This is an optimization exercise on Yosys and OpenROAD, whose aim is small area, not a production implementation.
Where RTL was checked, it was by simulation tests only, not by an equivalence proof against the original.
Only the layout flow was run in run 2; the RTL was not checked for function there.
No activity file was given, so power comes from the tool's default toggle rates.

### flow/config.mk
export PLATFORM = sky130hd
export DESIGN_NAME = prog_mem
export DESIGN_NICKNAME = prog_mem
export VERILOG_FILES = /design/flow/design.v
export SDC_FILE = /design/flow/constraint.sdc
export NUM_CORES = 4
export LEC_CHECK = 0
export CAP_MARGIN = 20
export CORE_MARGIN = 2
export CORE_UTILIZATION = 60
export SETUP_SLACK_MARGIN = 0.15
export SLEW_MARGIN = 20
export SYNTH_HIERARCHICAL = 1
### flow/constraint.sdc
create_clock -name core_clock -period 8.0 [get_ports {clk}]
set_input_delay 1.6000 -clock core_clock [delete_from_list [all_inputs] [get_ports {clk}]]
set_output_delay 1.6000 -clock core_clock [all_outputs]
set_load 0.01 [all_outputs]
### flow/design.v
module prog_mem #(
  parameter logic [7:0] NOP_OPCODE = 8'h00,
  parameter int         DEPTH      = 256
) (
  input  logic       clk,
  input  logic       CLB,
  input  logic [7:0] PC,
  output logic [7:0] INST,
  input  logic       load_start,
  input  logic [7:0] load_len,
  input  logic       ld_valid,
  input  logic [7:0] ld_data,
  output logic       ld_ready,
  output logic       busy,
  output logic       done,
  output logic       run
);
  logic       loadQ, doneQ, runQ;
  logic [7:0] wrAddr, lenQ;
  logic [7:0] wrInc;
  logic       ph;
  logic       start, accept, last;
  assign wrInc    = wrAddr + 8'h01;
  assign start    = load_start & ~loadQ & ~doneQ;
  assign accept   = ld_valid & loadQ;
  assign last     = (wrInc == lenQ);
  assign ld_ready = loadQ;
  assign busy     = loadQ;
  assign done     = doneQ;
  assign run      = runQ;
  always_ff @(posedge clk or negedge CLB) begin
    if (!CLB) begin
      loadQ <= 1'b0;
      doneQ <= 1'b0;
      runQ  <= 1'b0;
    end else begin
      loadQ <= start | (loadQ & ~(accept & last));
      doneQ <= accept & last;
      runQ  <= doneQ | (runQ & ~load_start);
    end
  end
  always_ff @(posedge clk) ph <= ~ph;
  always_ff @(posedge clk) begin
    if (start) begin
      wrAddr <= 8'h00;
      lenQ   <= load_len;
    end else if (accept) begin
      wrAddr <= wrInc;
    end
  end
  logic [15:0] wLo, wLoN, wHi, wHiN;
  pm_dec4 u_wlo (.a(wrAddr[3:0]), .en(accept), .y(wLo), .yn(wLoN));
  pm_dec4 u_whi (.a(wrAddr[7:4]), .en(1'b1),   .y(wHi), .yn(wHiN));
  logic [15:0] rLo, rLoN, rHi, rHiN;
  pm_dec4 u_rlo (.a(PC[3:0]), .en(1'b1), .y(rLo), .yn(rLoN));
  pm_dec4 u_rhi (.a(PC[7:4]), .en(1'b1), .y(rHi), .yn(rHiN));
  logic [7:0] wData;
  assign wData = ld_data ^ {8{ph}};
  logic [8*DEPTH-1:0] memN, memD;   
  logic [DEPTH-1:0]   selN;
  for (genvar i = 0; i < DEPTH; i++) begin : g_word
    logic we, web;
    pm_wdec u_wdec (.lo(wLo[i % 16]), .hi(wHi[i / 16]), .lon(wLoN[i % 16]), .hin(wHiN[i / 16]),
                    .we(we), .web(web));
    pm_hold8 u_hold (.q(memN[8*i +: 8]), .we(we), .web(web), .y(wData), .d(memD[8*i +: 8]));
    pm_nand2 u_sel (.a(rLo[i % 16]), .b(rHi[i / 16]), .y(selN[i]));
  end
  always_ff @(posedge clk) memN <= memD;
  logic [7:0] t1 [128];
  logic [7:0] t2 [64];
  logic [7:0] t3 [16];
  logic [7:0] t4 [4];
  for (genvar k = 0; k < 128; k++) begin : g_rd
    pm_rd2 u_rd (.sa(selN[2*k]), .qa(memN[16*k +: 8]), .sb(selN[2*k+1]), .qb(memN[16*k+8 +: 8]), .y(t1[k]));
  end
  for (genvar k = 0; k < 64; k++) begin : g_t2
    pm_nor2 u_n (.a(t1[2*k]), .b(t1[2*k+1]), .y(t2[k]));
  end
  for (genvar k = 0; k < 16; k++) begin : g_t3
    pm_nand4 u_n (.a(t2[4*k]), .b(t2[4*k+1]), .c(t2[4*k+2]), .d(t2[4*k+3]), .y(t3[k]));
  end
  for (genvar k = 0; k < 4; k++) begin : g_t4
    pm_nor4 u_n (.a(t3[4*k]), .b(t3[4*k+1]), .c(t3[4*k+2]), .d(t3[4*k+3]), .y(t4[k]));
  end
  assign INST = {8{runQ}} & ((t4[0] & t4[1] & t4[2] & t4[3]) ^ {8{ph}});
endmodule
module pm_dec4 (
  input  logic [3:0]  a,
  input  logic        en,
  output logic [15:0] y,
  output logic [15:0] yn
);
  for (genvar j = 0; j < 16; j++) begin : g
    assign y[j]  = en & (a == j);
    assign yn[j] = ~(en & (a == j));
  end
endmodule
module pm_wdec (
  input  logic lo,
  input  logic hi,
  input  logic lon,
  input  logic hin,
  output logic we,
  output logic web
);
  assign we  = ~(lon | hin);
  assign web = ~(lo & hi);
endmodule
module pm_hold8 (
  input  logic [7:0] q,
  input  logic       we,
  input  logic       web,
  input  logic [7:0] y,
  output logic [7:0] d
);
  assign d = ~((q | {8{we}}) & (y | {8{web}}));
endmodule
module pm_nand2 (
  input  logic a,
  input  logic b,
  output logic y
);
  assign y = ~(a & b);
endmodule
module pm_rd2 (
  input  logic       sa,
  input  logic [7:0] qa,
  input  logic       sb,
  input  logic [7:0] qb,
  output logic [7:0] y
);
  assign y = ~(({8{sa}} | qa) & ({8{sb}} | qb));
endmodule
module pm_nor2 (
  input  logic [7:0] a, b,
  output logic [7:0] y
);
  assign y = ~(a | b);
endmodule
module pm_nor4 (
  input  logic [7:0] a, b, c, d,
  output logic [7:0] y
);
  assign y = ~(a | b | c | d);
endmodule
module pm_nand4 (
  input  logic [7:0] a, b, c, d,
  output logic [7:0] y
);
  assign y = ~(a & b & c & d);
endmodule
### flow/flow/run.sh
#!/bin/bash
# Own layout flow: the standard synthesis, then a netlist clean-up (ABC's buffers removed and
# combinational cells set to their smallest drive strength; registers untouched), then the
# standard layout from floorplan to finish on that netlist, with a clock tree built from
# smaller clock buffers and no dummy loads.
set -euo pipefail
R=orfs/results/${FLOW_PLATFORM}/prog_mem/base
bash standard.sh synth > synth.log 2>&1
cp $R/1_2_yosys.v $R/1_2_yosys.std.v
python3 flow/tune.py $R/1_2_yosys.std.v $R/1_2_yosys.v flow/cells.txt > tune.log 2>&1
touch $R/1_2_yosys.v
export CTS_ARGS="-sink_clustering_enable -repair_clock_nets -dont_use_dummy_load -buf_list {sky130_fd_sc_hd__clkbuf_8} -sink_clustering_size 16 -sink_clustering_max_diameter 50"
bash standard.sh > layout.log 2>&1
### flow/flow/cells.txt
a2111o_1 a2111o_2 a2111o_4 a2111oi_0 a2111oi_1 a2111oi_2 a2111oi_4 a211o_1 a211o_2 a211o_4 a211oi_1 a211oi_2 a211oi_4 a21bo_1 a21bo_2 a21bo_4 a21boi_0 a21boi_1 a21boi_2 a21boi_4 a21o_1 a21o_2 a21o_4 a21oi_1 a21oi_2 a21oi_4 a221o_1 a221o_2 a221o_4 a221oi_1 a221oi_2 a221oi_4 a222oi_1 a22o_1 a22o_2 a22o_4 a22oi_1 a22oi_2 a22oi_4 a2bb2o_1 a2bb2o_2 a2bb2o_4 a2bb2oi_1 a2bb2oi_2 a2bb2oi_4 a311o_1 a311o_2 a311o_4 a311oi_1 a311oi_2 a311oi_4 a31o_1 a31o_2 a31o_4 a31oi_1 a31oi_2 a31oi_4 a32o_1 a32o_2 a32o_4 a32oi_1 a32oi_2 a32oi_4 a41o_1 a41o_2 a41o_4 a41oi_1 a41oi_2 a41oi_4 and2_0 and2_1 and2_2 and2_4 and2b_1 and2b_2 and2b_4 and3_1 and3_2 and3_4 and3b_1 and3b_2 and3b_4 and4_1 and4_2 and4_4 and4b_1 and4b_2 and4b_4 and4bb_1 and4bb_2 and4bb_4 buf_1 buf_12 buf_16 buf_2 buf_4 buf_6 buf_8 bufbuf_16 bufbuf_8 bufinv_16 bufinv_8 clkbuf_1 clkbuf_16 clkbuf_2 clkbuf_4 clkbuf_8 clkdlybuf4s15_1 clkdlybuf4s15_2 clkdlybuf4s18_1 clkdlybuf4s18_2 clkdlybuf4s25_1 clkdlybuf4s25_2 clkdlybuf4s50_1 clkdlybuf4s50_2 clkinv_1 clkinv_16 clkinv_2 clkinv_4 clkinv_8 clkinvlp_2 clkinvlp_4 conb_1 decap_12 decap_3 decap_4 decap_6 decap_8 dfbbn_1 dfbbn_2 dfbbp_1 dfrbp_1 dfrbp_2 dfrtn_1 dfrtp_1 dfrtp_2 dfrtp_4 dfsbp_1 dfsbp_2 dfstp_1 dfstp_2 dfstp_4 dfxbp_1 dfxbp_2 dfxtp_1 dfxtp_2 dfxtp_4 diode_2 dlclkp_1 dlclkp_2 dlclkp_4 dlrbn_1 dlrbn_2 dlrbp_1 dlrbp_2 dlrtn_1 dlrtn_2 dlrtn_4 dlrtp_1 dlrtp_2 dlrtp_4 dlxbn_1 dlxbn_2 dlxbp_1 dlxtn_1 dlxtn_2 dlxtn_4 dlxtp_1 dlygate4sd1_1 dlygate4sd2_1 dlygate4sd3_1 dlymetal6s2s_1 dlymetal6s4s_1 dlymetal6s6s_1 ebufn_1 ebufn_2 ebufn_4 ebufn_8 edfxbp_1 edfxtp_1 einvn_0 einvn_1 einvn_2 einvn_4 einvn_8 einvp_1 einvp_2 einvp_4 einvp_8 fa_1 fa_2 fa_4 fah_1 fahcin_1 fahcon_1 ha_1 ha_2 ha_4 inv_1 inv_12 inv_16 inv_2 inv_4 inv_6 inv_8 lpflow_bleeder_1 lpflow_clkbufkapwr_1 lpflow_clkbufkapwr_16 lpflow_clkbufkapwr_2 lpflow_clkbufkapwr_4 lpflow_clkbufkapwr_8 lpflow_clkinvkapwr_1 lpflow_clkinvkapwr_16 lpflow_clkinvkapwr_2 lpflow_clkinvkapwr_4 lpflow_clkinvkapwr_8 lpflow_decapkapwr_12 lpflow_decapkapwr_3 lpflow_decapkapwr_4 lpflow_decapkapwr_6 lpflow_decapkapwr_8 lpflow_inputiso0n_1 lpflow_inputiso0p_1 lpflow_inputiso1n_1 lpflow_inputiso1p_1 lpflow_inputisolatch_1 lpflow_isobufsrc_1 lpflow_isobufsrc_16 lpflow_isobufsrc_2 lpflow_isobufsrc_4 lpflow_isobufsrc_8 lpflow_isobufsrckapwr_16 lpflow_lsbuf_lh_hl_isowell_tap_1 lpflow_lsbuf_lh_hl_isowell_tap_2 lpflow_lsbuf_lh_hl_isowell_tap_4 lpflow_lsbuf_lh_isowell_4 lpflow_lsbuf_lh_isowell_tap_1 lpflow_lsbuf_lh_isowell_tap_2 lpflow_lsbuf_lh_isowell_tap_4 macro_sparecell maj3_1 maj3_2 maj3_4 mux2_1 mux2_2 mux2_4 mux2_8 mux2i_1 mux2i_2 mux2i_4 mux4_1 mux4_2 mux4_4 nand2_1 nand2_2 nand2_4 nand2_8 nand2b_1 nand2b_2 nand2b_4 nand3_1 nand3_2 nand3_4 nand3b_1 nand3b_2 nand3b_4 nand4_1 nand4_2 nand4_4 nand4b_1 nand4b_2 nand4b_4 nand4bb_1 nand4bb_2 nand4bb_4 nor2_1 nor2_2 nor2_4 nor2_8 nor2b_1 nor2b_2 nor2b_4 nor3_1 nor3_2 nor3_4 nor3b_1 nor3b_2 nor3b_4 nor4_1 nor4_2 nor4_4 nor4b_1 nor4b_2 nor4b_4 nor4bb_1 nor4bb_2 nor4bb_4 o2111a_1 o2111a_2 o2111a_4 o2111ai_1 o2111ai_2 o2111ai_4 o211a_1 o211a_2 o211a_4 o211ai_1 o211ai_2 o211ai_4 o21a_1 o21a_2 o21a_4 o21ai_0 o21ai_1 o21ai_2 o21ai_4 o21ba_1 o21ba_2 o21ba_4 o21bai_1 o21bai_2 o21bai_4 o221a_1 o221a_2 o221a_4 o221ai_1 o221ai_2 o221ai_4 o22a_1 o22a_2 o22a_4 o22ai_1 o22ai_2 o22ai_4 o2bb2a_1 o2bb2a_2 o2bb2a_4 o2bb2ai_1 o2bb2ai_2 o2bb2ai_4 o311a_1 o311a_2 o311a_4 o311ai_0 o311ai_1 o311ai_2 o311ai_4 o31a_1 o31a_2 o31a_4 o31ai_1 o31ai_2 o31ai_4 o32a_1 o32a_2 o32a_4 o32ai_1 o32ai_2 o32ai_4 o41a_1 o41a_2 o41a_4 o41ai_1 o41ai_2 o41ai_4 or2_0 or2_1 or2_2 or2_4 or2b_1 or2b_2 or2b_4 or3_1 or3_2 or3_4 or3b_1 or3b_2 or3b_4 or4_1 or4_2 or4_4 or4b_1 or4b_2 or4b_4 or4bb_1 or4bb_2 or4bb_4 probe_p_8 probec_p_8 sdfbbn_1 sdfbbn_2 sdfbbp_1 sdfrbp_1 sdfrbp_2 sdfrtn_1 sdfrtp_1 sdfrtp_2 sdfrtp_4 sdfsbp_1 sdfsbp_2 sdfstp_1 sdfstp_2 sdfstp_4 sdfxbp_1 sdfxbp_2 sdfxtp_1 sdfxtp_2 sdfxtp_4 sdlclkp_1 sdlclkp_2 sdlclkp_4 sedfxbp_1 sedfxbp_2 sedfxtp_1 sedfxtp_2 sedfxtp_4 xnor2_1 xnor2_2 xnor2_4 xnor3_1 xnor3_2 xnor3_4 xor2_1 xor2_2 xor2_4 xor3_1 xor3_2 xor3_4 
### flow/flow/tune.py
#!/usr/bin/env python3
"""Post-process the standard synthesis netlist: remove the buffers ABC inserted between
internal nets and set every combinational cell to its smallest drive strength. Registers are
left exactly as synthesised. Later repair steps resize and buffer where timing needs it.
usage: tune.py IN.v OUT.v CELLS.txt"""
import re, sys

src, dst, cells_file = sys.argv[1:4]
cells = set(open(cells_file).read().split())
text = open(src).read()

m = re.search(r'\bmodule\s+(\S+)\s*\((.*?)\);', text, re.S)
hdr_end = m.end()
body_start = hdr_end
end = text.rfind('endmodule')
body = text[body_start:end]

ports = set()
for d in re.finditer(r'^\s*(input|output|inout)\s+(?:\[[^\]]*\]\s*)?(\S+)\s*;', body, re.M):
    ports.add(d.group(2))

inst_re = re.compile(r'^(\s*)sky130_fd_sc_hd__(\w+)\s+(\S+)\s*\((.*?)\);\n', re.S | re.M)
pin_re = re.compile(r'\.(\w+)\(\s*(.*?)\s*\)(?=\s*,|\s*$)', re.S)

def base_net(n):
    n = n.strip()
    mm = re.match(r'^(\\\S+|\w+)', n)
    return mm.group(1) if mm else n

assigns = set()
for a in re.finditer(r'^\s*assign\s+(.*?);', body, re.M | re.S):
    for tok in re.findall(r'\\\S+|[A-Za-z_]\w*', a.group(1)):
        assigns.add(tok)

insts = []
for im in inst_re.finditer(body):
    pins = [(p.group(1), p.group(2).strip()) for p in pin_re.finditer(im.group(4))]
    insts.append([im.start(), im.end(), im.group(1), im.group(2), im.group(3), pins])

# buffers to remove: output not a port and not used in an assign
subst = {}
removed = set()
for k, (s, e, ind, typ, name, pins) in enumerate(insts):
    if re.match(r'(clk)?buf_\d+$', typ):
        pd = dict(pins)
        a, x = pd.get('A'), pd.get('X')
        if a is None or x is None:
            continue
        if base_net(x) in ports or base_net(x) in assigns or x in assigns:
            continue
        if a.startswith("1'") or x.startswith("1'"):
            continue
        subst[x] = a
        removed.add(k)

def resolve(n):
    seen = 0
    while n in subst and seen < 10000:
        n = subst[n]; seen += 1
    return n

def small(typ):
    mm = re.match(r'(.+)_(\d+)$', typ)
    if not mm:
        return typ
    b, sz = mm.group(1), int(mm.group(2))
    if re.match(r'(df|edf|sdf|dl|sedf)', b) or b in ('conb', 'tapvpwrvgnd', 'decap', 'fill', 'diode'):
        return typ
    for cand in (1, 0, 2):
        if cand < sz and f'{b}_{cand}' in cells:
            return f'{b}_{cand}'
    return typ

out = []
pos = 0
nrem = nsize = 0
for k, (s, e, ind, typ, name, pins) in enumerate(insts):
    out.append(body[pos:s])
    pos = e
    if k in removed:
        nrem += 1
        continue
    t2 = small(typ)
    if t2 != typ:
        nsize += 1
    pl = ',\n'.join(f'{ind}  .{p}({resolve(n)} )' for p, n in pins)
    out.append(f'{ind}sky130_fd_sc_hd__{t2} {name} (\n{pl}\n{ind});\n')
out.append(body[pos:])
newbody = ''.join(out)
# nets only declared as wires can stay declared; unused wires are harmless.
open(dst, 'w').write(text[:body_start] + newbody + text[end:])
print(f'removed {nrem} buffers, downsized {nsize} cells, kept {len(insts)-nrem} cells')
### flow/standard.sh
#!/bin/bash
# synth_recipe.tcl (not shown) runs the flow's synth.tcl, then flattens the netlist and writes it again
# the make line also repeats each setting of config.mk as NAME=value (left out here)
make -C /OpenROAD-flow-scripts/flow DESIGN_CONFIG=/design/flow/config.mk WORK_HOME=/design/flow/orfs CLKGATE_MAP_FILE= SYNTH_SCRIPT=/design/flow/synth_recipe.tcl "${@:-finish}"
==> run_results.csv, run 1 <==
group,metric,value,unit
floorplan,die_w,340,µm
clock_tree,numCtsBuffers,166,
timing,setup_viol,0,
critical_path,cp_num_buf_inv,4,
route,drtPass1Iterations,9,
placement,gp_congestion,0.970,
grt,grt_max_degree,172,
clock_tree,cts_setup_buffers,0,
critical_path,path_max_fanout,15,
critical_path,r2r-start,"loadQ",
grt,gr-usage-all-layers,44.2,%
floorplan,fp.dieH,340,µm
route,drc_errors,0,
clock_tree,cts.clk_slew.worst_paths,0.07,ns
timing,rsz0062_at_grt,"no",
critical_path,required,6.40,ns
clock_tree,htreeDepth,4,
clock_tree,clock_path_buffers,3,
power,p_per_area,230,mW/mm²
critical_path,cp_slowest_cell,"nor2_4",
timing,whs,0.445,ns
job,drv_cap,0,
critical_path,endpoint_kind,"primary output",
route,antenna_left,0,
critical_path,path_cells,"clkdlybuf4s50_1 -> nand2b_1 -> nor2_4 -> buf_4 -> nand2_1 -> o22ai_1 -> nor2_1 -> nand4_1 -> nor4_1 -> buf_4 -> nand4_1 -> xnor2_1 -> and2_0 -> clkdlybuf4s50_1",
clock_tree,insertion_delay,0.92,ns
finish,area_delta_synth_final,10.2,%
clock_tree,cts_tree,"done",
critical_path,path_class,"in -> out",
critical_path,cp_top_family,"simple AND/OR/NAND/NOR gates",
grt,grt_pass1_wl,387000,µm
critical_path,critical_path_arrival,6.21,ns
grt,antenna_found_initial,24,
critical_path,critPathLaunchType,"primary input",
synthesis,synth.avg_cell_area,9.95,µm²
clock_tree,cts.repair.resized,0,
route,drtIter0Drc,10200,
floorplan,core_area,0.112,mm²
synthesis,synthesis.area,0.0679,mm²
timing,finalHoldViolCount,0,
finish,fin_util,66.6,%
clock_tree,clock_sinks,2068,
route,viasPerCell,7.50,
critical_path,worst_r2r_path_depth,7,
timing,fin_tns_setup,0,ns
placement,io_buffers,39,
floorplan,die_area,0.116,mm²
critical_path,max_stage_delay,1.07,ns
critical_path,worst-path-stages,14,
timing,period_needed,7.81,ns
timing,finClkSkew,0.0613,ns
outcome,status,"complete, no violations",
timing,relSlewSlack,13.4,%
floorplan,num_rows,123,
finish,layout.nets,7274,
timing,slew_violations,0,
worst_hold_path,hold_depth,1,
floorplan,initial_utilization,60.4,%
route,via_count,65800,
floorplan,ioPinCount,40,
power,ir_drop,0.186,mV
grt,grt-ovfl-total,0,
timing,worst_pin_slew,1.30,ns
worst_hold_path,hold_class,"reg -> reg",
clock_tree,clockRootBuffer,"clkbuf_8",
timing,max_freq,128,MHz
clock_tree,postCtsHoldBufs,0,
placement,place_hpwl,164000,µm
timing,fin_crit_sh,97.6,%
finish,drive_gt1_share,6.10,%
route,wl_per_cell,30.5,µm
power,power_leakage,0.0271,µW
finish,fillers,9218,
route,finalWirelength,268000,µm
synthesis,ys.warnings.count,11,
worst_hold_path,hp-start,"memN[2018]",
grt,grt_pass1_vias,59900,
synthesis,netlist_instances,6822,
critical_path,crit_start,"PC[1]",
[area by class of cell]
type	count	area [µm²]	share of cell area (%)
Timing Repair Buffer	241	2130	2.84
Multi-Input combinational cell	4763	26900	36.0
Antenna cell	32	80.1	0.107
Sequential cell	2068	41500	55.5
Tap cell	1500	1880	2.51
Inverter	5	18.8	0.0251
Clock buffer	166	2280	3.05
[power breakdown]
part / total, µW / leakage [µW] / internal (µW) / switching [µW]
Combinational: 1320 / 0.00699 / 330 / 991
Sequential: 10800 / 0.0189 / 10600 / 206
Clock: 5100 / 0.00119 / 1860 / 3250
Total: 17200 / 0.0271 / 12800 / 4450
[through the flow]
| step | total power, µW | instances | instance area, µm² | setup slack [ns] |
|---|---|---|---|---|
| after floorplan | 11500 | 6837 | 68000 | -2.74 |
| after global placement | 12200 | 8574 | 72400 | 0.220 |
| after detailed placement | 12200 | 8575 | 72400 | 0.340 |
| after CTS | 17100 | 8741 | 74700 | 0.312 |
| after global routing | 17600 | 8747 | 74700 | 0.233 |
| final | 17200 | 8775 | 74800 | 0.192 |
[cell usage in the layout, fill, tap and decap left out, types with 24 or more instances in the layout]
cell type	instances
nor2_4	24
nand2_1	533
dfxtp_1	2056
buf_4	184
nor2_1	795
clkdlybuf4s50_1	39
diode_2	32
nor4_1	31
nand4_1	140
o22ai_1	3072
clkbuf_8	166
[path summary, 6_finish.rpt]
path | end | slack, ns
min in group asynchronous | runQ | 0.91
max in group asynchronous | loadQ | 6.95
min reg2reg | memN[2018] | 0.44
min | memN[2018] | 0.44
max reg2reg | memN[259] | 3.91
max | INST[6] | 0.19
[per-layer routing]
metal	share of wire [%]	vias to the layer above	track usage (%)	wire, µm
met3	15	1007	16.1	39900
li1	-	28400	-	-
met2	40	5092	60.1	108000
met1	39	31300	60.9	105000
met4	5.8	8	23.5	15500
met5	0.074	-	0.940	198
[flip-flops by register name, summed over array words and instances (netlist names)]
| name | count |
|---|---|
| wrAddr | 8 |
| memN | 2048 |
| loadQ | 1 |
| runQ | 1 |
| lenQ | 8 |
| doneQ | 1 |
| ph | 1 |
==> inputs of run 2 (changes only) <==
--- a/flow/design.v
+++ b/flow/design.v
@@ -18,7 +18,6 @@
   logic       loadQ, doneQ, runQ;
   logic [7:0] wrAddr, lenQ;
   logic [7:0] wrInc;
-  logic       ph;
   logic       start, accept, last;
   assign wrInc    = wrAddr + 8'h01;
   assign start    = load_start & ~loadQ & ~doneQ;
@@ -39,7 +38,6 @@
       runQ  <= doneQ | (runQ & ~load_start);
     end
   end
-  always_ff @(posedge clk) ph <= ~ph;
   always_ff @(posedge clk) begin
     if (start) begin
       wrAddr <= 8'h00;
@@ -52,11 +50,11 @@
   pm_dec4 u_wlo (.a(wrAddr[3:0]), .en(accept), .y(wLo), .yn(wLoN));
   pm_dec4 u_whi (.a(wrAddr[7:4]), .en(1'b1),   .y(wHi), .yn(wHiN));
   logic [15:0] rLo, rLoN, rHi, rHiN;
-  pm_dec4 u_rlo (.a(PC[3:0]), .en(1'b1), .y(rLo), .yn(rLoN));
+  pm_dec4 u_rlo (.a(PC[3:0]), .en(runQ), .y(rLo), .yn(rLoN));
   pm_dec4 u_rhi (.a(PC[7:4]), .en(1'b1), .y(rHi), .yn(rHiN));
   logic [7:0] wData;
-  assign wData = ld_data ^ {8{ph}};
-  logic [8*DEPTH-1:0] memN, memD;   
+  assign wData = ~ld_data;
+  logic [8*DEPTH-1:0] memN, memD;
   logic [DEPTH-1:0]   selN;
   for (genvar i = 0; i < DEPTH; i++) begin : g_word
     logic we, web;
@@ -82,7 +80,7 @@
   for (genvar k = 0; k < 4; k++) begin : g_t4
     pm_nor4 u_n (.a(t3[4*k]), .b(t3[4*k+1]), .c(t3[4*k+2]), .d(t3[4*k+3]), .y(t4[k]));
   end
-  assign INST = {8{runQ}} & ((t4[0] & t4[1] & t4[2] & t4[3]) ^ {8{ph}});
+  assign INST = ~(t4[0] & t4[1] & t4[2] & t4[3]);
 endmodule
 module pm_dec4 (
   input  logic [3:0]  a,
@@ -113,7 +111,7 @@
   input  logic [7:0] y,
   output logic [7:0] d
 );
-  assign d = ~((q | {8{we}}) & (y | {8{web}}));
+  assign d = (q & {8{web}}) | (y & {8{we}});
 endmodule
 module pm_nand2 (
   input  logic a,
==> run_results.csv, run 2 <==
group,metric,value,unit
outcome,status,"failed layout checks",
outcome,violations,"negative setup slack",
critical_path,cp_slowest_cell,"nor4_1",
timing,finClkSkew,0.0795,ns
critical_path,cp_num_buf_inv,3,
grt,grt_pass1_vias,59900,
timing,max_freq,124,MHz
route,drtIter0Drc,9276,
timing,setup_viol,1,
finish,area_delta_synth_final,8.85,%
clock_tree,clockRootBuffer,"clkbuf_8",
critical_path,endpoint_kind,"primary output",
placement,place_hpwl,169000,µm
finish,layout_common_cells,"2056 x dfxtp_1, 2049 x a22o_1, 1025 x o22ai_1",
timing,fin_ws,-0.0829,ns
route,antenna_left,0,
route,drtPass1Iterations,8,
route,viasPerCell,7.36,
timing,fin_tns_setup,-0.0829,ns
finish,top_register,"memN",
finish,fin_cells,8771,
finish,layout.nets,7181,
grt,top_usage_layer,"met2",
clock_tree,insertion_delay,0.96,ns
critical_path,r2r_end,"memN[528]",
clock_tree,numCtsBuffers,173,
timing,slew_violations,0,
route,wl_per_cell,31.0,µm
route,via_count,64500,
finish,drive_gt1_share,5.26,%
finish,reg_top3,"memN: 2048 flops, lenQ: 8 flops, wrAddr: 8 flops",
worst_hold_path,holdPathEnd,"memN[731]",
timing,worst_pin_slew,1.31,ns
finish,fillers,9746,
synthesis,synth.avg_cell_area,10.7,µm²
finish,final_common_cell,"dfxtp_1",
grt,use_met3,12.8,%
clock_tree,cts_tree,"done",
critical_path,worst_r2r_path_depth,7,
placement,dp.cells,8588,
clock_tree,cts_setup_buffers,0,
placement,gp_congestion,0.981,
grt,gr-usage-all-layers,42.0,%
timing,relSlewSlack,12.0,%
critical_path,path_cells,"clkdlybuf4s50_1 -> nand2b_1 -> nor2_4 -> buf_4 -> nand2_1 -> o22ai_1 -> nor2_1 -> nand4_1 -> nor4_1 -> nand4_1 -> clkdlybuf4s50_1",
floorplan,core_area,0.120,mm²
finish,fin_util,66.0,%
clock_tree,cts.clk_slew.worst_paths,0.06,ns
synthesis,synthesis.area,0.0728,mm²
grt,grt_pass1_wl,396000,µm
clock_tree,clock_sinks,2067,
critical_path,required,6.40,ns
job,drv_cap,0,
critical_path,r2r-start,"loadQ",
floorplan,die_w,352,µm
clock_tree,cts.repair.resized,0,
critical_path,critical_path_arrival,6.48,ns
worst_hold_path,hold_depth,1,
synthesis,ys.warnings.count,11,
critical_path,path_max_fanout,11,
critical_path,cp_top_family,"simple AND/OR/NAND/NOR gates",
critical_path,critPathLaunchType,"primary input",
floorplan,initial_utilization,60.6,%
synthesis,netlist_instances,6808,
floorplan,fp.dieH,352,µm
grt,use_met1,58.6,%
critical_path,max_stage_delay,1.10,ns
power,power_leakage,0.0302,µW
grt,antenna_found_initial,10,
critical_path,path_class,"in -> out",
grt,grt-ovfl-total,0,
power,p_per_area,220,mW/mm²
timing,whs,0.486,ns
worst_hold_path,hold_class,"reg -> reg",
power,ir_drop,0.196,mV
placement,io_buffers,39,
critical_path,crit_start,"PC[1]",
timing,rsz0062_at_grt,"no",
timing,fin_crit_sh,101,%
clock_tree,clock_path_buffers,3,
clock_tree,htreeDepth,4,
route,drc_errors,0,
clock_tree,postCtsHoldBufs,0,
worst_hold_path,hp-start,"memN[731]",
critical_path,r2r_slack,4.15,ns
timing,finalHoldViolCount,0,
timing,period_needed,8.08,ns
finish,largest_reg_flops,2048,
floorplan,num_rows,127,
floorplan,ioPinCount,40,
grt,use_met2,58.7,%
floorplan,die_area,0.124,mm²
grt,grt_max_degree,149,
route,finalWirelength,272000,µm
-- run 2: final cells by class --
cell class | count | area [µm²] | share of cell area, %
Inverter | 11 | 101 | 0.128
Tap cell | 1612 | 2020 | 2.54
Multi-Input combinational cell | 4740 | 31800 | 40.1
Sequential cell | 2067 | 41500 | 52.3
Clock buffer | 173 | 2380 | 3.00
Timing Repair Buffer | 159 | 1480 | 1.87
Antenna cell | 9 | 22.5 | 0.0284
-- run 2: where the power goes --
group / internal, µW / switching (µW) / total (µW) / leakage [µW]
Clock: 1930 / 3290 / 5220 / 0.00124
Combinational: 391 / 952 / 1340 / 0.0122
Sequential: 10600 / 240 / 10800 / 0.0167
Total: 12900 / 4480 / 17400 / 0.0302
-- run 2: layer usage --
layer | up-vias | share of wire [%]
met5 | - | 0.014
li1 | 28000 | -
met4 | 6 | 5.5
met2 | 4388 | 40
met3 | 820 | 13
met1 | 31300 | 41
-- run 2: worst max path at each step --
| stage | slack, ns | to | cells past startpoint |
|---|---|---|---|
| finish | -0.08 | INST[7] | 11 |
| global route | 0.18 | INST[4] | 11 |
| CTS | 0.22 | INST[2] | 11 |
| detailed placement | 0.24 | INST[2] | 11 |
| global placement | -0.01 | INST[3] | 11 |
| floorplan | 2.29 | memN[0] | 2 |
-- run 2: worst reg2reg max path: cells and delay by family, from the launching register on --
| family | cells | cell delay (ns) |
|---|---|---|
| buffers and inverters | 2 | 0.96 |
| AO/OA/AOI/OAI | 1 | 0.24 |
| flip-flops | 1 | 0.44 |
| AND/OR/NAND/NOR | 4 | 2.18 |
-- run 2: metrics by stage --
step           area [µm²]  power (µW)  setup WS [ns]
6_report            79300       17400        -0.0829
5_1_grt             79200       17800          0.184
4_1_cts             79200       17300          0.223
3_5_place_dp        76800       12300          0.237
3_3_place_gp        76800       12300        -0.0137
2_1_floorplan       72900       11600           2.29
==> inputs of run 3 (changes only) <==
--- a/flow/design.v
+++ b/flow/design.v
@@ -67,7 +67,8 @@
   logic [7:0] t1 [128];
   logic [7:0] t2 [64];
   logic [7:0] t3 [16];
-  logic [7:0] t4 [4];
+  logic [7:0] t4 [8];
+  logic [7:0] t5 [2];
   for (genvar k = 0; k < 128; k++) begin : g_rd
     pm_rd2 u_rd (.sa(selN[2*k]), .qa(memN[16*k +: 8]), .sb(selN[2*k+1]), .qb(memN[16*k+8 +: 8]), .y(t1[k]));
   end
@@ -77,10 +78,13 @@
   for (genvar k = 0; k < 16; k++) begin : g_t3
     pm_nand4 u_n (.a(t2[4*k]), .b(t2[4*k+1]), .c(t2[4*k+2]), .d(t2[4*k+3]), .y(t3[k]));
   end
-  for (genvar k = 0; k < 4; k++) begin : g_t4
-    pm_nor4 u_n (.a(t3[4*k]), .b(t3[4*k+1]), .c(t3[4*k+2]), .d(t3[4*k+3]), .y(t4[k]));
+  for (genvar k = 0; k < 8; k++) begin : g_t4
+    pm_nor2 u_n (.a(t3[2*k]), .b(t3[2*k+1]), .y(t4[k]));
   end
-  assign INST = ~(t4[0] & t4[1] & t4[2] & t4[3]);
+  for (genvar k = 0; k < 2; k++) begin : g_t5
+    pm_nand4 u_n (.a(t4[4*k]), .b(t4[4*k+1]), .c(t4[4*k+2]), .d(t4[4*k+3]), .y(t5[k]));
+  end
+  assign INST = t5[0] | t5[1];
 endmodule
 module pm_dec4 (
   input  logic [3:0]  a,
--- a/flow/flow/run.sh
+++ b/flow/flow/run.sh
@@ -10,4 +10,5 @@
 python3 flow/tune.py $R/1_2_yosys.std.v $R/1_2_yosys.v flow/cells.txt > tune.log 2>&1
 touch $R/1_2_yosys.v
 export CTS_ARGS="-sink_clustering_enable -repair_clock_nets -dont_use_dummy_load -buf_list {sky130_fd_sc_hd__clkbuf_8} -sink_clustering_size 16 -sink_clustering_max_diameter 50"
+export BUFFER_PORTS_ARGS="-buffer_cell sky130_fd_sc_hd__buf_2"
 bash standard.sh > layout.log 2>&1
--- a/flow/config.mk
+++ b/flow/config.mk
@@ -8,6 +8,6 @@
 export CAP_MARGIN = 20
 export CORE_MARGIN = 2
 export CORE_UTILIZATION = 60
-export SETUP_SLACK_MARGIN = 0.15
+export SETUP_SLACK_MARGIN = 0.4
 export SLEW_MARGIN = 20
 export SYNTH_HIERARCHICAL = 1
==> run_results.csv, run 3 <==
group,metric,value,unit
grt,grt_max_degree,148,
clock_tree,insertion_delay,0.96,ns
synthesis,netlist_instances,6856,
finish,layout.nets,7208,
route,drtIter0Drc,8675,
route,wl_per_cell,31.3,µm
route,drtPass1Iterations,6,
timing,slew_violations,0,
worst_hold_path,hold_class,"in -> async",
finish,area_delta_synth_final,8.15,%
clock_tree,cts_tree,"done",
power,power_leakage,0.0301,µW
grt,top_usage_layer,"met2",
timing,finalHoldViolCount,0,
outcome,status,"complete, no violations",
grt,grt-ovfl-total,0,
timing,rsz0062_at_grt,"no",
grt,use_met3,12.4,%
timing,fin_ws,1.13,ns
route,via_count,65100,
critical_path,critical_path_arrival,5.27,ns
clock_tree,numCtsBuffers,171,
timing,fin_tns_setup,0,ns
critical_path,required,6.40,ns
synthesis,synthesis.area,0.0730,mm²
power,p_per_area,220,mW/mm²
finish,top_register,"memN",
job,drv_cap,0,
grt,grt_pass1_wl,400000,µm
route,viasPerCell,7.39,
clock_tree,clock_path_buffers,3,
finish,final_common_cell,"dfxtp_1",
floorplan,core_area,0.120,mm²
synthesis,synth.avg_cell_area,10.6,µm²
floorplan,num_rows,127,
placement,place_hpwl,171000,µm
route,antenna_left,0,
clock_tree,cts_setup_buffers,0,
timing,finClkSkew,0.0670,ns
finish,largest_reg_flops,2048,
placement,dpl_worst_slack,1.48,ns
timing,relSlewSlack,18.2,%
floorplan,die_w,353,µm
placement,gp_congestion,0.996,
floorplan,die_area,0.124,mm²
grt,antenna_found_initial,20,
timing,period_needed,6.87,ns
grt,use_met1,56.6,%
critical_path,critPathLaunchType,"primary input",
placement,io_buffers,39,
critical_path,path_max_fanout,9,
synthesis,ys.warnings.count,12,
floorplan,ioPinCount,40,
floorplan,initial_utilization,60.6,%
clock_tree,clock_sinks,2067,
grt,gr-usage-all-layers,42.4,%
grt,use_met2,59.9,%
critical_path,path_class,"in -> out",
route,finalWirelength,276000,µm
finish,layout_common_cells,"2056 x dfxtp_1, 2049 x a22o_1, 1025 x o22ai_1",
timing,max_freq,146,MHz
grt,grt_pass1_vias,60000,
finish,drive_gt1_share,5.32,%
clock_tree,cts.repair.resized,0,
finish,reg_top3,"memN: 2048 flops, lenQ: 8 flops, wrAddr: 8 flops",
clock_tree,clockRootBuffer,"clkbuf_8",
clock_tree,htreeDepth,4,
timing,setup_viol,0,
power,ir_drop,0.271,mV
floorplan,fp.dieH,353,µm
route,drc_errors,0,
clock_tree,postCtsHoldBufs,0,
clock_tree,cts.clk_slew.worst_paths,0.07,ns
timing,worst_pin_slew,1.22,ns
critical_path,endpoint_kind,"primary output",
timing,fin_crit_sh,85.8,%
==> run 3: metrics by stage <==
step                      cell area, µm²  hold WS [ns]  util, %  total power, µW  std cells
after global placement             76400         0.466     63.5            12300       8614
after CTS                          78800         0.399     65.5            17300       8788
after global routing               78900         0.431     65.6            17800       8791
after floorplan                    73000         0.456        -            11600       6867
after detailed placement           76500         0.470     63.6            12300       8617
final                              78900         0.453     65.6            17400       8806
==> run 3: power by group <==
part           internal [µW]  leakage [µW]  switching (µW)  total [µW]
registers              10600        0.0167             256       10900
clock network           1910       0.00123            3280        5190
logic                    378        0.0122             935        1310
==> run 3: area by class of cell <==
type / instances / area [µm²]
antenna: 17 / 42.5
tap: 1612 / 2020
sequential: 2067 / 41500
fill: 9852 / 41400
multi-input combinational: 4788 / 31800
inverter: 11 / 101
clock buffer: 171 / 2350
timing repair buffer: 140 / 1080
==> run 3: path summary, 6_finish.rpt <==
path / endpoint / slack (ns) / cells after the start / start
max: INST[6] / 1.13 / 12 / PC[0]
min: loadQ / 0.45 / 1 / CLB
max in group asynchronous: runQ / 7.44 / 1 / CLB
min reg2reg: memN[440] / 0.49 / 1 / memN[440]
max reg2reg: memN[2023] / 4.21 / 7 / loadQ
min in group core_clock: memN[440] / 0.49 / 1 / memN[440]
==> run 3: worst max-delay path: stages <==
cell and delay (ns):
buf_2 0.18, nand2b_1 0.40, nor2_4 0.25, buf_4 0.32
nand2_1 0.26, o22ai_1 0.14, nor2_1 0.14, nand4_1 0.24
nor2_1 0.49, nand4_1 0.57, or2_1 0.46, buf_2 0.16
==> run 3: layer usage <==
| layer | share of wire [%] | wire (µm) | vias up |
|---|---|---|---|
| li1 | - | - | 28100 |
| met1 | 39 | 108000 | 31500 |
| met2 | 41 | 114000 | 4430 |
| met3 | 13 | 35100 | 1009 |
| met4 | 6.9 | 19100 | 18 |
| met5 | 0.049 | 136 | - |
==> inputs of run 4 (changes only) <==
--- a/flow/design.v
+++ b/flow/design.v
@@ -18,6 +18,7 @@
   logic       loadQ, doneQ, runQ;
   logic [7:0] wrAddr, lenQ;
   logic [7:0] wrInc;
+  logic       ph;
   logic       start, accept, last;
   assign wrInc    = wrAddr + 8'h01;
   assign start    = load_start & ~loadQ & ~doneQ;
@@ -39,6 +40,10 @@
     end
   end
   always_ff @(posedge clk) begin
+    if (ph) ph <= 1'b0;
+    else    ph <= 1'b1;
+  end
+  always_ff @(posedge clk) begin
     if (start) begin
       wrAddr <= 8'h00;
       lenQ   <= load_len;
@@ -48,13 +53,13 @@
   end
   logic [15:0] wLo, wLoN, wHi, wHiN;
   pm_dec4 u_wlo (.a(wrAddr[3:0]), .en(accept), .y(wLo), .yn(wLoN));
-  pm_dec4 u_whi (.a(wrAddr[7:4]), .en(1'b1),   .y(wHi), .yn(wHiN));
+  pm_dec4s u_whi (.a(wrAddr[7:4]), .y(wHi), .yn(wHiN));
   logic [15:0] rLo, rLoN, rHi, rHiN;
-  pm_dec4 u_rlo (.a(PC[3:0]), .en(runQ), .y(rLo), .yn(rLoN));
-  pm_dec4 u_rhi (.a(PC[7:4]), .en(1'b1), .y(rHi), .yn(rHiN));
+  pm_dec4s u_rlo (.a(PC[3:0]), .y(rLo), .yn(rLoN));
+  pm_dec4s u_rhi (.a(PC[7:4]), .y(rHi), .yn(rHiN));
   logic [7:0] wData;
-  assign wData = ~ld_data;
-  logic [8*DEPTH-1:0] memN, memD;
+  assign wData = ld_data ^ {8{ph}};
+  logic [8*DEPTH-1:0] memN, memD;   
   logic [DEPTH-1:0]   selN;
   for (genvar i = 0; i < DEPTH; i++) begin : g_word
     logic we, web;
@@ -84,7 +89,7 @@
   for (genvar k = 0; k < 2; k++) begin : g_t5
     pm_nand4 u_n (.a(t4[4*k]), .b(t4[4*k+1]), .c(t4[4*k+2]), .d(t4[4*k+3]), .y(t5[k]));
   end
-  assign INST = t5[0] | t5[1];
+  assign INST = {8{runQ}} & ~((t5[0] | t5[1]) ^ {8{ph}});
 endmodule
 module pm_dec4 (
   input  logic [3:0]  a,
@@ -95,6 +100,16 @@
   for (genvar j = 0; j < 16; j++) begin : g
     assign y[j]  = en & (a == j);
     assign yn[j] = ~(en & (a == j));
+  end
+endmodule
+module pm_dec4s (
+  input  logic [3:0]  a,
+  output logic [15:0] y,
+  output logic [15:0] yn
+);
+  for (genvar j = 0; j < 16; j++) begin : g
+    assign y[j]  = (a == j);
+    assign yn[j] = ~(a == j);
   end
 endmodule
 module pm_wdec (
@@ -115,7 +130,7 @@
   input  logic [7:0] y,
   output logic [7:0] d
 );
-  assign d = (q & {8{web}}) | (y & {8{we}});
+  assign d = ~((q | {8{we}}) & (y | {8{web}}));
 endmodule
 module pm_nand2 (
   input  logic a,
--- a/flow/config.mk
+++ b/flow/config.mk
@@ -9,5 +9,5 @@
 export CORE_MARGIN = 2
 export CORE_UTILIZATION = 60
 export SETUP_SLACK_MARGIN = 0.4
-export SLEW_MARGIN = 20
+export SLEW_MARGIN = 40
 export SYNTH_HIERARCHICAL = 1
==> run_results.csv, run 4 <==
group,metric,value,unit
outcome,status,"complete, no violations",
clock_tree,clockRootBuffer,"clkbuf_8",
power,ir_drop,0.154,mV
clock_tree,postCtsHoldBufs,0,
finish,top_register,"memN",
worst_hold_path,hold_class,"reg -> reg",
finish,drive_gt1_share,5.70,%
route,antenna_left,0,
timing,rsz0062_at_grt,"no",
grt,gr-usage-all-layers,43.6,%
route,drc_errors,0,
timing,fin_crit_sh,95.9,%
synthesis,ys.warnings.count,12,
power,p_per_area,239,mW/mm²
clock_tree,cts.repair.resized,0,
timing,finClkSkew,0.0627,ns
timing,finalHoldViolCount,0,
clock_tree,numCtsBuffers,166,
timing,slew_violations,0,
timing,worst_pin_slew,1.00,ns
clock_tree,clock_path_buffers,3,
critical_path,path_class,"in -> out",
critical_path,critPathLaunchType,"primary input",
power,cell_internal_pwr,13000,µW
floorplan,num_rows,123,
power,p_clk_share,28.7,%
route,drtPass1Iterations,6,
power,power_frac_seq,61.9,%
floorplan,die_w,341,µm
placement,dpl_worst_slack,0.844,ns
floorplan,die_area,0.116,mm²
finish,reg_top3,"memN: 2048 flops, lenQ: 8 flops, wrAddr: 8 flops",
grt,grt_max_degree,132,
grt,grt_pass1_vias,59700,
floorplan,core_area,0.112,mm²
finish,layout_common_cells,"3074 x o22ai_1, 2051 x dfxtp_1, 842 x nor2_1",
timing,period_needed,7.68,ns
clock_tree,cts.clk_slew.worst_paths,0.06,ns
route,via_count,65000,
route,wl_per_cell,30.5,µm
timing,setup_viol,0,
placement,place_hpwl,167000,µm
critical_path,endpoint_kind,"primary output",
placement,io_buffers,39,
route,drtIter0Drc,8677,
clock_tree,clock_sinks,2068,
finish,largest_reg_flops,2048,
critical_path,path_max_fanout,16,
grt,antenna_found_initial,14,
floorplan,fp.dieH,341,µm
finish,final_common_cell,"o22ai_1",
grt,grt_pass1_wl,383000,µm
route,viasPerCell,7.50,
grt,grt-ovfl-total,0,
timing,fin_tns_setup,0,ns
clock_tree,insertion_delay,0.94,ns
power,combPwrFrac,9.3,%
floorplan,ioPinCount,40,
placement,gp_congestion,0.999,
power,sw_frac_of_total,26.7,%
route,finalWirelength,265000,µm
synthesis,netlist_instances,6838,
finish,area_delta_synth_final,8.85,%
critical_path,critical_path_arrival,6.08,ns
critical_path,required,6.40,ns
floorplan,initial_utilization,60.6,%
clock_tree,cts_tree,"done",
finish,layout.nets,7187,
power,power_leakage,0.0269,µW
clock_tree,htreeDepth,4,
timing,max_freq,130,MHz
power,power.net_switching,4740,µW
timing,fin_ws,0.325,ns
synthesis,synth.avg_cell_area,9.97,µm²
timing,relSlewSlack,33.1,%
clock_tree,cts_setup_buffers,0,
synthesis,synthesis.area,0.0681,mm²
job,drv_cap,0,
[run 4: critical path, cell delays in order]
cell	delay, ns
buf_2	0.41
and4b_1	0.54
nand2_1	0.37
o22ai_1	0.14
nor2_1	0.23
nand4_1	0.22
nor2_1	0.64
nand4_1	0.50
or3_1	0.49
a21boi_0	0.57
buf_4	0.22
buf_2	0.12
[run 4: final cells by class]
| class | instances | area [µm²] |
|---|---|---|
| Tap cell | 1500 | 1880 |
| Inverter | 3 | 11.3 |
| Sequential cell | 2068 | 41500 |
| Clock buffer | 166 | 2280 |
| Antenna cell | 12 | 30.0 |
| Fill cell | 9277 | 38300 |
| Multi-Input combinational cell | 4766 | 27200 |
| Timing Repair Buffer | 153 | 1230 |
[run 4: per-layer routing]
metal  vias up  GRT usage, %  share of wire (%)  routed length [µm]
li1      28300             -                  -                   -
met1     31100          58.6                 39              103000
met2      4560          62.1                 41              108000
met3       984          13.6                 14               36300
met4         6          25.1                6.6               17400
met5         -             0              0.011                  30
[run 4: power groups by stage]
stage / Sequential (µW) / Clock, µW / Combinational, µW
2_1_floorplan: 11100 / 0 / 770
3_3_place_gp: 11200 / 0 / 1500
3_5_place_dp: 11200 / 0 / 1550
4_1_cts: 11000 / 5080 / 1540
5_1_grt: 11000 / 5450 / 1640
6_report: 11000 / 5090 / 1650
[run 4: stage by stage]
| stage | cells | util, % | hold WS (ns) | cell area [µm²] | power, µW |
|---|---|---|---|---|---|
| floorplan | 6838 | - | 0.422 | 68100 | 11900 |
| global placement | 8476 | 63.6 | 0.430 | 71600 | 12700 |
| detailed placement | 8489 | 63.8 | 0.437 | 71800 | 12700 |
| CTS | 8655 | 65.9 | 0.445 | 74100 | 17600 |
| global route | 8657 | 65.9 | 0.457 | 74100 | 18100 |
| finish | 8668 | 65.9 | 0.445 | 74200 | 17700 |
[run 4: path summary, 6_finish.rpt]
kind                            start          to  slack (ns)  depth (start not counted)
min                        memN[1944]  memN[1944]        0.44                          1
max                             PC[6]     INST[4]        0.32                         12
max in group asynchronous         CLB        runQ        7.23                          1
min in group asynchronous         CLB       loadQ        0.58                          1
min reg2reg                memN[1944]  memN[1944]        0.44                          1
max reg2reg                     loadQ  memN[1305]        3.85                          7
==> inputs of run 5 (changes only) <==
--- a/flow/config.mk
+++ b/flow/config.mk
@@ -8,6 +8,7 @@
 export CAP_MARGIN = 20
 export CORE_MARGIN = 2
 export CORE_UTILIZATION = 60
+export GPL_TIMING_DRIVEN = 0
 export SETUP_SLACK_MARGIN = 0.4
 export SLEW_MARGIN = 40
 export SYNTH_HIERARCHICAL = 1
==> run_results.csv, run 5 <==
group,metric,value,unit
finish,fin_util,68.8,%
route,finalWirelength,259000,µm
finish,layout.nets,7379,
finish,fillers,8884,
route,viasPerCell,7.37,
critical_path,endpoint_kind,"primary output",
clock_tree,insertion_delay,0.90,ns
clock_tree,clockRootBuffer,"clkbuf_8",
floorplan,core_area,0.112,mm²
placement,gp_congestion,0.940,
timing,relSlewSlack,31.1,%
finish,area_delta_synth_final,13.6,%
worst_hold_path,hold_class,"reg -> reg",
finish,largest_reg_flops,2048,
timing,fin_crit_sh,97.4,%
job,drv_cap,0,
clock_tree,clock_path_buffers,3,
finish,layout_common_cells,"3074 x o22ai_1, 2050 x dfxtp_1, 842 x nor2_1",
grt,grt_pass1_vias,59500,
timing,max_freq,128,MHz
floorplan,die_area,0.116,mm²
clock_tree,clock_sinks,2068,
grt,grt_max_degree,33,
timing,finalHoldViolCount,0,
clock_tree,htreeDepth,4,
power,power_leakage,0.0286,µW
critical_path,critPathLaunchType,"primary input",
grt,grt_pass1_wl,378000,µm
route,drc_errors,0,
route,antenna_left,0,
timing,finClkSkew,0.0524,ns
outcome,status,"complete, no violations",
timing,setup_viol,0,
finish,top_register,"memN",
critical_path,r2r-start,"loadQ",
worst_hold_path,hold_depth,1,
synthesis,synthesis.area,0.0681,mm²
grt,grt-ovfl-total,0,
synthesis,synth.avg_cell_area,9.97,µm²
floorplan,num_rows,123,
route,drtIter0Drc,8368,
critical_path,path_max_fanout,16,
clock_tree,cts.clk_slew.worst_paths,0.05,ns
clock_tree,numCtsBuffers,163,
critical_path,r2r_end,"memN[541]",
critical_path,critical_path_arrival,6.20,ns
floorplan,fp.dieH,341,µm
clock_tree,postCtsHoldBufs,0,
worst_hold_path,holdPathEnd,"memN[861]",
timing,rsz0062_at_grt,"no",
timing,period_needed,7.80,ns
clock_tree,cts_setup_buffers,0,
clock_tree,cts_tree,"done",
critical_path,path_class,"in -> out",
synthesis,netlist_instances,6838,
grt,antenna_found_initial,14,
power,p_per_area,232,mW/mm²
timing,fin_ws,0.204,ns
route,drtPass1Iterations,6,
route,via_count,65400,
timing,slew_violations,0,
placement,place_hpwl,185000,µm
finish,reg_top3,"memN: 2048 flops, lenQ: 8 flops, wrAddr: 8 flops",
finish,final_common_cell,"o22ai_1",
worst_hold_path,hp-start,"memN[861]",
floorplan,initial_utilization,60.6,%
power,ir_drop,0.170,mV
critical_path,r2r_slack,4.38,ns
critical_path,required,6.40,ns
timing,worst_pin_slew,1.03,ns
grt,gr-usage-all-layers,42.8,%
finish,drive_gt1_share,8.10,%
floorplan,ioPinCount,40,
floorplan,die_w,341,µm
placement,io_buffers,39,
synthesis,ys.warnings.count,12,
route,wl_per_cell,29.1,µm
critical_path,worst_r2r_path_depth,7,
placement,dpl_worst_slack,0.619,ns
run 5: how the worst max path moves through the flow:
stage                    start         end  depth (start not counted)
floorplan           ld_data[0]     memN[0]                          2
global placement    ld_data[3]  memN[1195]                          3
detailed placement       PC[6]     INST[5]                         11
CTS                      PC[6]     INST[5]                         11
global route             PC[4]     INST[4]                         11
finish                   PC[4]     INST[4]                         11
run 5: per-stage QoR:
step	total power, µW	hold slack [ns]	cell area, µm²	instances	setup TNS, ns
6_report	17900	0.444	77400	8873	0
5_1_grt	18300	0.455	77400	8849	0
4_1_cts	17800	0.446	77400	8848	0
3_5_place_dp	13000	0.437	75100	8685	0
3_3_place_gp	12600	0.430	70200	8377	-
2_1_floorplan	11900	0.422	68100	6838	-6618.23
run 5: repair_timing:
action,in CTS,in global routing
gates resized for setup,0,2
hold endpoints to repair,0,0
endpoints found under the setup margin,0,2
run 5: area by class of cell:
class / instances / area [µm²] / share of cell area [%]
diodes: 25 / 62.6 / 0.0808
plain buffers: 1 / 3.75 / 0.00485
clock buffers: 163 / 2240 / 2.90
inverters: 3 / 11.3 / 0.0145
multi-input cells: 4766 / 27300 / 35.2
flip-flops and latches: 2068 / 41500 / 53.6
well taps: 1500 / 1880 / 2.42
repair buffers: 347 / 4420 / 5.71
run 5: report_power, final:
part | internal, µW | total (µW) | leakage (µW) | switching, µW
registers | 10700 | 11000 | 0.0189 | 303
clock network | 1820 | 5040 | 0.00117 | 3210
logic | 634 | 1900 | 0.00848 | 1260
run 5: worst max-delay path, stage by stage:
cell	delay [ns]
buf_2	0.76
and4bb_1	0.50
nand2_1	0.36
o22ai_1	0.13
nor2_1	0.17
nand4_1	0.25
nor2_1	0.61
nand4_1	0.37
or3_1	0.43
a21boi_0	0.71
buf_2	0.27
run 5: routing by layer:
layer	wire, µm	global-route usage, %	vias up
li1	-	-	28700
met1	101000	56.5	31300
met2	105000	60.0	4375
met3	35000	15.3	988
met4	17800	25.6	8
met5	50	0	-
==> inputs of run 6 (changes only) <==
--- a/flow/design.v
+++ b/flow/design.v
@@ -70,26 +70,24 @@
   end
   always_ff @(posedge clk) memN <= memD;
   logic [7:0] t1 [128];
-  logic [7:0] t2 [64];
-  logic [7:0] t3 [16];
-  logic [7:0] t4 [8];
-  logic [7:0] t5 [2];
+  logic [7:0] t2 [32];
+  logic [7:0] t3 [8];
+  logic [7:0] t4 [4];
+  logic [7:0] t5;
   for (genvar k = 0; k < 128; k++) begin : g_rd
     pm_rd2 u_rd (.sa(selN[2*k]), .qa(memN[16*k +: 8]), .sb(selN[2*k+1]), .qb(memN[16*k+8 +: 8]), .y(t1[k]));
   end
-  for (genvar k = 0; k < 64; k++) begin : g_t2
-    pm_nor2 u_n (.a(t1[2*k]), .b(t1[2*k+1]), .y(t2[k]));
+  for (genvar k = 0; k < 32; k++) begin : g_t2
+    pm_nor4 u_n (.a(t1[4*k]), .b(t1[4*k+1]), .c(t1[4*k+2]), .d(t1[4*k+3]), .y(t2[k]));
   end
-  for (genvar k = 0; k < 16; k++) begin : g_t3
+  for (genvar k = 0; k < 8; k++) begin : g_t3
     pm_nand4 u_n (.a(t2[4*k]), .b(t2[4*k+1]), .c(t2[4*k+2]), .d(t2[4*k+3]), .y(t3[k]));
   end
-  for (genvar k = 0; k < 8; k++) begin : g_t4
+  for (genvar k = 0; k < 4; k++) begin : g_t4
     pm_nor2 u_n (.a(t3[2*k]), .b(t3[2*k+1]), .y(t4[k]));
   end
-  for (genvar k = 0; k < 2; k++) begin : g_t5
-    pm_nand4 u_n (.a(t4[4*k]), .b(t4[4*k+1]), .c(t4[4*k+2]), .d(t4[4*k+3]), .y(t5[k]));
-  end
-  assign INST = {8{runQ}} & ~((t5[0] | t5[1]) ^ {8{ph}});
+  pm_nand4 u_t5 (.a(t4[0]), .b(t4[1]), .c(t4[2]), .d(t4[3]), .y(t5));
+  assign INST = {8{runQ}} & ~(t5 ^ {8{ph}});
 endmodule
 module pm_dec4 (
   input  logic [3:0]  a,
--- a/flow/config.mk
+++ b/flow/config.mk
@@ -8,7 +8,6 @@
 export CAP_MARGIN = 20
 export CORE_MARGIN = 2
 export CORE_UTILIZATION = 60
-export GPL_TIMING_DRIVEN = 0
 export SETUP_SLACK_MARGIN = 0.4
 export SLEW_MARGIN = 40
 export SYNTH_HIERARCHICAL = 1
==> run_results.csv, run 6 <==
group,metric,value,unit
outcome,status,"complete, no violations",
critical_path,r2r-start,"loadQ",
clock_tree,postCtsHoldBufs,0,
grt,grt_pass1_vias,58100,
finish,final_common_cell,"o22ai_1",
finish,largest_reg_flops,2048,
synthesis,ys.warnings.count,11,
clock_tree,insertion_delay,0.92,ns
floorplan,die_area,0.115,mm²
critical_path,path_class,"in -> out",
clock_tree,clock_sinks,2068,
finish,multi_input_area,0.0263,mm²
placement,placed_area,0.0709,mm²
route,viasPerCell,7.72,
floorplan,ioPinCount,40,
critical_path,path_max_fanout,16,
synthesis,netlist_instances,6470,
power,finalPower,17700,µW
finish,layout.nets,6813,
timing,max_freq,133,MHz
finish,layout_common_cells,"3074 x o22ai_1, 2051 x dfxtp_1, 523 x nand2_1",
timing,setup_viol,0,
power,p_per_area,242,mW/mm²
finish,drive_gt1_share,6.00,%
clock_tree,clock_path_buffers,3,
grt,gr-usage-all-layers,44.0,%
floorplan,num_rows,122,
worst_hold_path,hp-start,"memN[79]",
synthesis,synthesis.area,0.0672,mm²
placement,io_buffers,39,
route,drtIter0Drc,9147,
floorplan,initial_utilization,60.6,%
critical_path,cp_num_buf_inv,2,
timing,slew_violations,0,
timing,finalHoldViolCount,0,
critical_path,max_stage_delay,0.78,ns
power,ir_drop,0.206,mV
clock_tree,numCtsBuffers,166,
synthesis,synth.avg_cell_area,10.4,µm²
grt,antenna_found_initial,19,
floorplan,fp.dieH,339,µm
placement,place_hpwl,163000,µm
job,drv_cap,0,
timing,worst_pin_slew,1.02,ns
critical_path,path_cells,"buf_2 -> and4b_2 -> nand2_1 -> o22ai_1 -> nor4_1 -> nand4_1 -> nor2_1 -> nand4_1 -> xnor2_1 -> and2_0 -> buf_2",
critical_path,critical_path_arrival,5.91,ns
finish,finalInstanceArea,0.0733,mm²
critical_path,endpoint_kind,"primary output",
route,drc_errors,0,
clock_tree,cts_tree,"done",
clock_tree,clockRootBuffer,"clkbuf_8",
critical_path,cp_top_family,"simple AND/OR/NAND/NOR gates",
critical_path,cp_slowest_cell,"nor2_1",
clock_tree,htreeDepth,4,
finish,top_register,"memN",
route,antenna_left,0,
floorplan,die_w,339,µm
grt,grt-ovfl-total,0,
timing,rsz0062_at_grt,"no",
route,via_count,63900,
route,drtPass1Iterations,11,
clock_tree,cts_setup_buffers,0,
worst_hold_path,hold_class,"reg -> reg",
finish,register_area,0.0415,mm²
timing,fin_crit_sh,93.9,%
timing,relSlewSlack,31.7,%
critical_path,required,6.40,ns
power,power_leakage,0.0265,µW
clock_tree,cts.repair.resized,0,
critical_path,critPathLaunchType,"primary input",
grt,grt_max_degree,145,
clock_tree,cts.clk_slew.worst_paths,0.08,ns
timing,finClkSkew,0.0603,ns
floorplan,core_area,0.111,mm²
finish,reg_top3,"memN: 2048 flops, lenQ: 8 flops, wrAddr: 8 flops",
finish,area_delta_synth_final,9.05,%
placement,gp_congestion,0.982,
route,wl_per_cell,31.9,µm
timing,period_needed,7.51,ns
critical_path,crit_start,"PC[2]",
route,finalWirelength,264000,µm
grt,grt_pass1_wl,383000,µm
finish,fillers,8938,
run 6: cell count changes in the layout (fill, tap and decap cells not counted), sizes merged:
cell | previous run | this run
clkbuf | 163 | 166
xnor2 | 8 | 16
buf | 348 | 147
nand4 | 147 | 75
a21boi | 8 | 0
nor4 | 3 | 259
or3 | 8 | 0
and2 | 0 | 8
nor2 | 854 | 310
diode | 25 | 6
o21ai | 16 | 8
run 6: layer usage:
metal  global-route usage [%]  wire length (µm)  vias to the layer above
met5                        0               159                        -
met4                     25.1             18000                       18
met3                     14.6             39000                     1041
met2                     60.3            105000                     4741
met1                     60.6            102000                    30600
li1                         -                 -                    27500
run 6: stage by stage:
stage	instances	util, %	hold slack, ns	setup slack, ns	setup TNS, ns
after global placement	8087	63.6	0.430	0.712	0
after floorplan	6470	-	0.422	-2.74	-702.52
after CTS	8266	65.9	0.447	0.819	0
final	8276	66.1	0.446	0.489	0
after detailed placement	8100	63.9	0.437	0.827	0
after global routing	8271	66.1	0.457	0.650	0
run 6: cell type report:
| class | count | share of cell area (%) |
|---|---|---|
| Antenna cell | 6 | 0.0205 |
| Timing Repair Buffer | 147 | 1.80 |
| Tap cell | 1488 | 2.54 |
| Multi-Input combinational cell | 4398 | 35.9 |
| Clock buffer | 166 | 3.12 |
| Sequential cell | 2068 | 56.6 |
| Inverter | 3 | 0.0154 |
run 6: path summary, 6_finish.rpt:
check,endpoint,slack [ns],depth (start not counted)
setup reg to reg,memN[1307],4.33,7
hold reg to reg,memN[79],0.45,1
min in group asynchronous,runQ,0.50,1
hold / removal,memN[79],0.45,1
setup / recovery,INST[0],0.49,11
max in group asynchronous,doneQ,7.39,1
run 6: report_power, final:
part | switching (µW) | internal [µW] | leakage (µW)
registers | 264 | 10700 | 0.0189
logic | 1240 | 448 | 0.00636
clock network | 3230 | 1860 | 0.00119
total | 4730 | 13000 | 0.0265
==> inputs of run 7 (changes only) <==
--- a/flow/config.mk
+++ b/flow/config.mk
@@ -8,6 +8,7 @@
 export CAP_MARGIN = 20
 export CORE_MARGIN = 2
 export CORE_UTILIZATION = 60
+export GPL_TIMING_DRIVEN = 0
 export SETUP_SLACK_MARGIN = 0.4
 export SLEW_MARGIN = 40
 export SYNTH_HIERARCHICAL = 1
==> run_results.csv, run 7 <==
group,metric,value,unit
clock_tree,postCtsHoldBufs,0,
clock_tree,clock_sinks,2068,
grt,grt-ovfl-total,0,
grt,grt_max_degree,28,
worst_hold_path,hold_depth,1,
placement,place_hpwl,184000,µm
grt,grt_pass1_wl,377000,µm
power,p_per_area,235,mW/mm²
route,via_count,64200,
power,power_leakage,0.0283,µW
finish,layout_common_cells,"3074 x o22ai_1, 2050 x dfxtp_1, 523 x nand2_1",
critical_path,path_cells,"buf_2 -> and4bb_1 -> nand2_1 -> o22ai_1 -> nor4_1 -> nand4_1 -> nor2_1 -> nand4_1 -> xnor2_1 -> and2_0 -> buf_2",
finish,fillers,8675,
route,drtIter0Drc,10000,
critical_path,critical_path_arrival,6.05,ns
clock_tree,clockRootBuffer,"clkbuf_8",
floorplan,ioPinCount,40,
clock_tree,htreeDepth,4,
floorplan,die_w,339,µm
timing,finalHoldViolCount,0,
route,drc_errors,0,
critical_path,cp_num_buf_inv,2,
outcome,status,"complete, no violations",
floorplan,fp.dieH,339,µm
clock_tree,cts.repair.resized,0,
synthesis,synth.avg_cell_area,10.4,µm²
critical_path,path_max_fanout,16,
finish,final_common_cell,"o22ai_1",
timing,slew_violations,0,
worst_hold_path,hold_class,"reg -> reg",
clock_tree,clock_path_buffers,3,
critical_path,worst-path-stages,11,
timing,worst_pin_slew,0.917,ns
power,ir_drop,0.174,mV
synthesis,netlist_instances,6470,
timing,rsz0062_at_grt,"no",
critical_path,worst_r2r_path_depth,9,
critical_path,cp_slowest_cell,"nor4_1",
finish,area_delta_synth_final,14.2,%
critical_path,critPathLaunchType,"primary input",
critical_path,max_stage_delay,0.67,ns
job,drv_cap,0,
route,wl_per_cell,30.3,µm
route,drtPass1Iterations,6,
grt,grt_pass1_vias,58400,
clock_tree,numCtsBuffers,169,
timing,period_needed,7.65,ns
floorplan,num_rows,122,
placement,gp_congestion,0.972,
clock_tree,cts_tree,"done",
synthesis,ys.warnings.count,11,
clock_tree,cts.clk_slew.worst_paths,0.07,ns
floorplan,core_area,0.111,mm²
critical_path,required,6.40,ns
route,antenna_left,0,
timing,setup_viol,0,
finish,drive_gt1_share,8.79,%
synthesis,synthesis.area,0.0672,mm²
floorplan,initial_utilization,60.6,%
grt,antenna_found_initial,12,
clock_tree,insertion_delay,0.91,ns
critical_path,path_class,"in -> out",
critical_path,cp_top_family,"simple AND/OR/NAND/NOR gates",
critical_path,endpoint_kind,"primary output",
timing,whs,0.444,ns
timing,fin_crit_sh,95.6,%
route,finalWirelength,258000,µm
timing,finClkSkew,0.0685,ns
grt,gr-usage-all-layers,42.9,%
route,viasPerCell,7.55,
finish,fin_util,69.2,%
finish,top_register,"memN",
finish,reg_top3,"memN: 2048 flops, lenQ: 8 flops, wrAddr: 8 flops",
timing,max_freq,131,MHz
floorplan,die_area,0.115,mm²
timing,relSlewSlack,38.8,%
finish,largest_reg_flops,2048,
timing,fin_tns_setup,0,ns
clock_tree,cts_setup_buffers,0,
placement,io_buffers,39,
finish,layout.nets,7031,
[run 7: changes by cell type in the layout (fill, tap and decap cells not counted), sizes merged]
cell    previous run  this run
buf              147       362
clkbuf           166       169
[run 7: report_power, final]
part | internal (µW) | switching (µW) | total, µW
logic | 652 | 1290 | 1940
clock network | 1890 | 3190 | 5080
registers | 10700 | 293 | 11000
total | 13200 | 4770 | 18000
[run 7: area by class of cell]
cell class / count / area (µm²) / area share (%)
flip-flops and latches: 2068 / 41500 / 54.1
repair buffers: 361 / 4680 / 6.09
well taps: 1488 / 1860 / 2.42
plain buffers: 1 / 3.75 / 0.00489
clock buffers: 169 / 2330 / 3.03
diodes: 6 / 15.0 / 0.0196
inverters: 3 / 11.3 / 0.0147
multi-input cells: 4398 / 26400 / 34.3
[run 7: path summary, 6_finish.rpt]
check / startpoint / slack [ns] / to
max reg2reg: loadQ / 4.51 / memN[1634]
min: memN[1323] / 0.44 / memN[1323]
min in group asynchronous: CLB / 0.54 / runQ
max: PC[6] / 0.35 / INST[6]
max in group asynchronous: CLB / 7.36 / doneQ
min reg2reg: memN[1323] / 0.44 / memN[1323]
[run 7: through the flow]
| stage | total power [µW] | setup slack [ns] | std cells | area, µm² |
|---|---|---|---|---|
| 2_1_floorplan | 11900 | -2.74 | 6470 | 67300 |
| 6_report | 18000 | 0.349 | 8494 | 76800 |
| 5_1_grt | 18400 | 0.509 | 8489 | 76800 |
| 4_1_cts | 17900 | 0.737 | 8488 | 76800 |
| 3_3_place_gp | 12600 | -13.57 | 7997 | 69300 |
| 3_5_place_dp | 13000 | 0.758 | 8319 | 74400 |
[run 7: per-layer routing]
metal | routed length (µm) | GRT usage (%)
met5 | 71 | 0.375
met4 | 16200 | 23.0
met3 | 39100 | 13.6
met2 | 99100 | 56.9
met1 | 103000 | 61.7

-- separate check: timing with driven ports --
Ports are ideal in the flow. The routed layouts listed here were re-timed in OpenROAD. Step 1: set_driving_cell puts a clkbuf_16 on clk and a buf_2 on each other input, an assumption about the parent block. Step 2 adds t to the input delays and takes it off the output delays; t is the mean of the earliest and latest rising clock arrival at the registers after step 1. Input paths then give back, and output paths get back, about the clock's delay inside the block. Slacks: ideal ports / drivers / drivers and shift; pairs: ideal ports / drivers.
run	shift t [ns]	slack for setup (ns)	worst setup path at the end
run 1	0.953	0.192 / 0.143 / 0.143	input to output
run 2	1.006	-0.083 / -0.111 / -0.111	input to output
run 3	0.998	1.133 / 1.075 / 1.075	input to output
run 4	0.975	0.325 / 0.285 / 0.285	input to output
run 5	0.960	0.204 / 0.168 / 0.168	input to output
run 6	0.954	0.489 / 0.434 / 0.434	input to output
run 7	0.942	0.349 / 0.311 / 0.311	input to output
For run 3, which loses most, drivers alone change the setup slack by -0.058 ns; drivers and shift together by -0.058 ns.
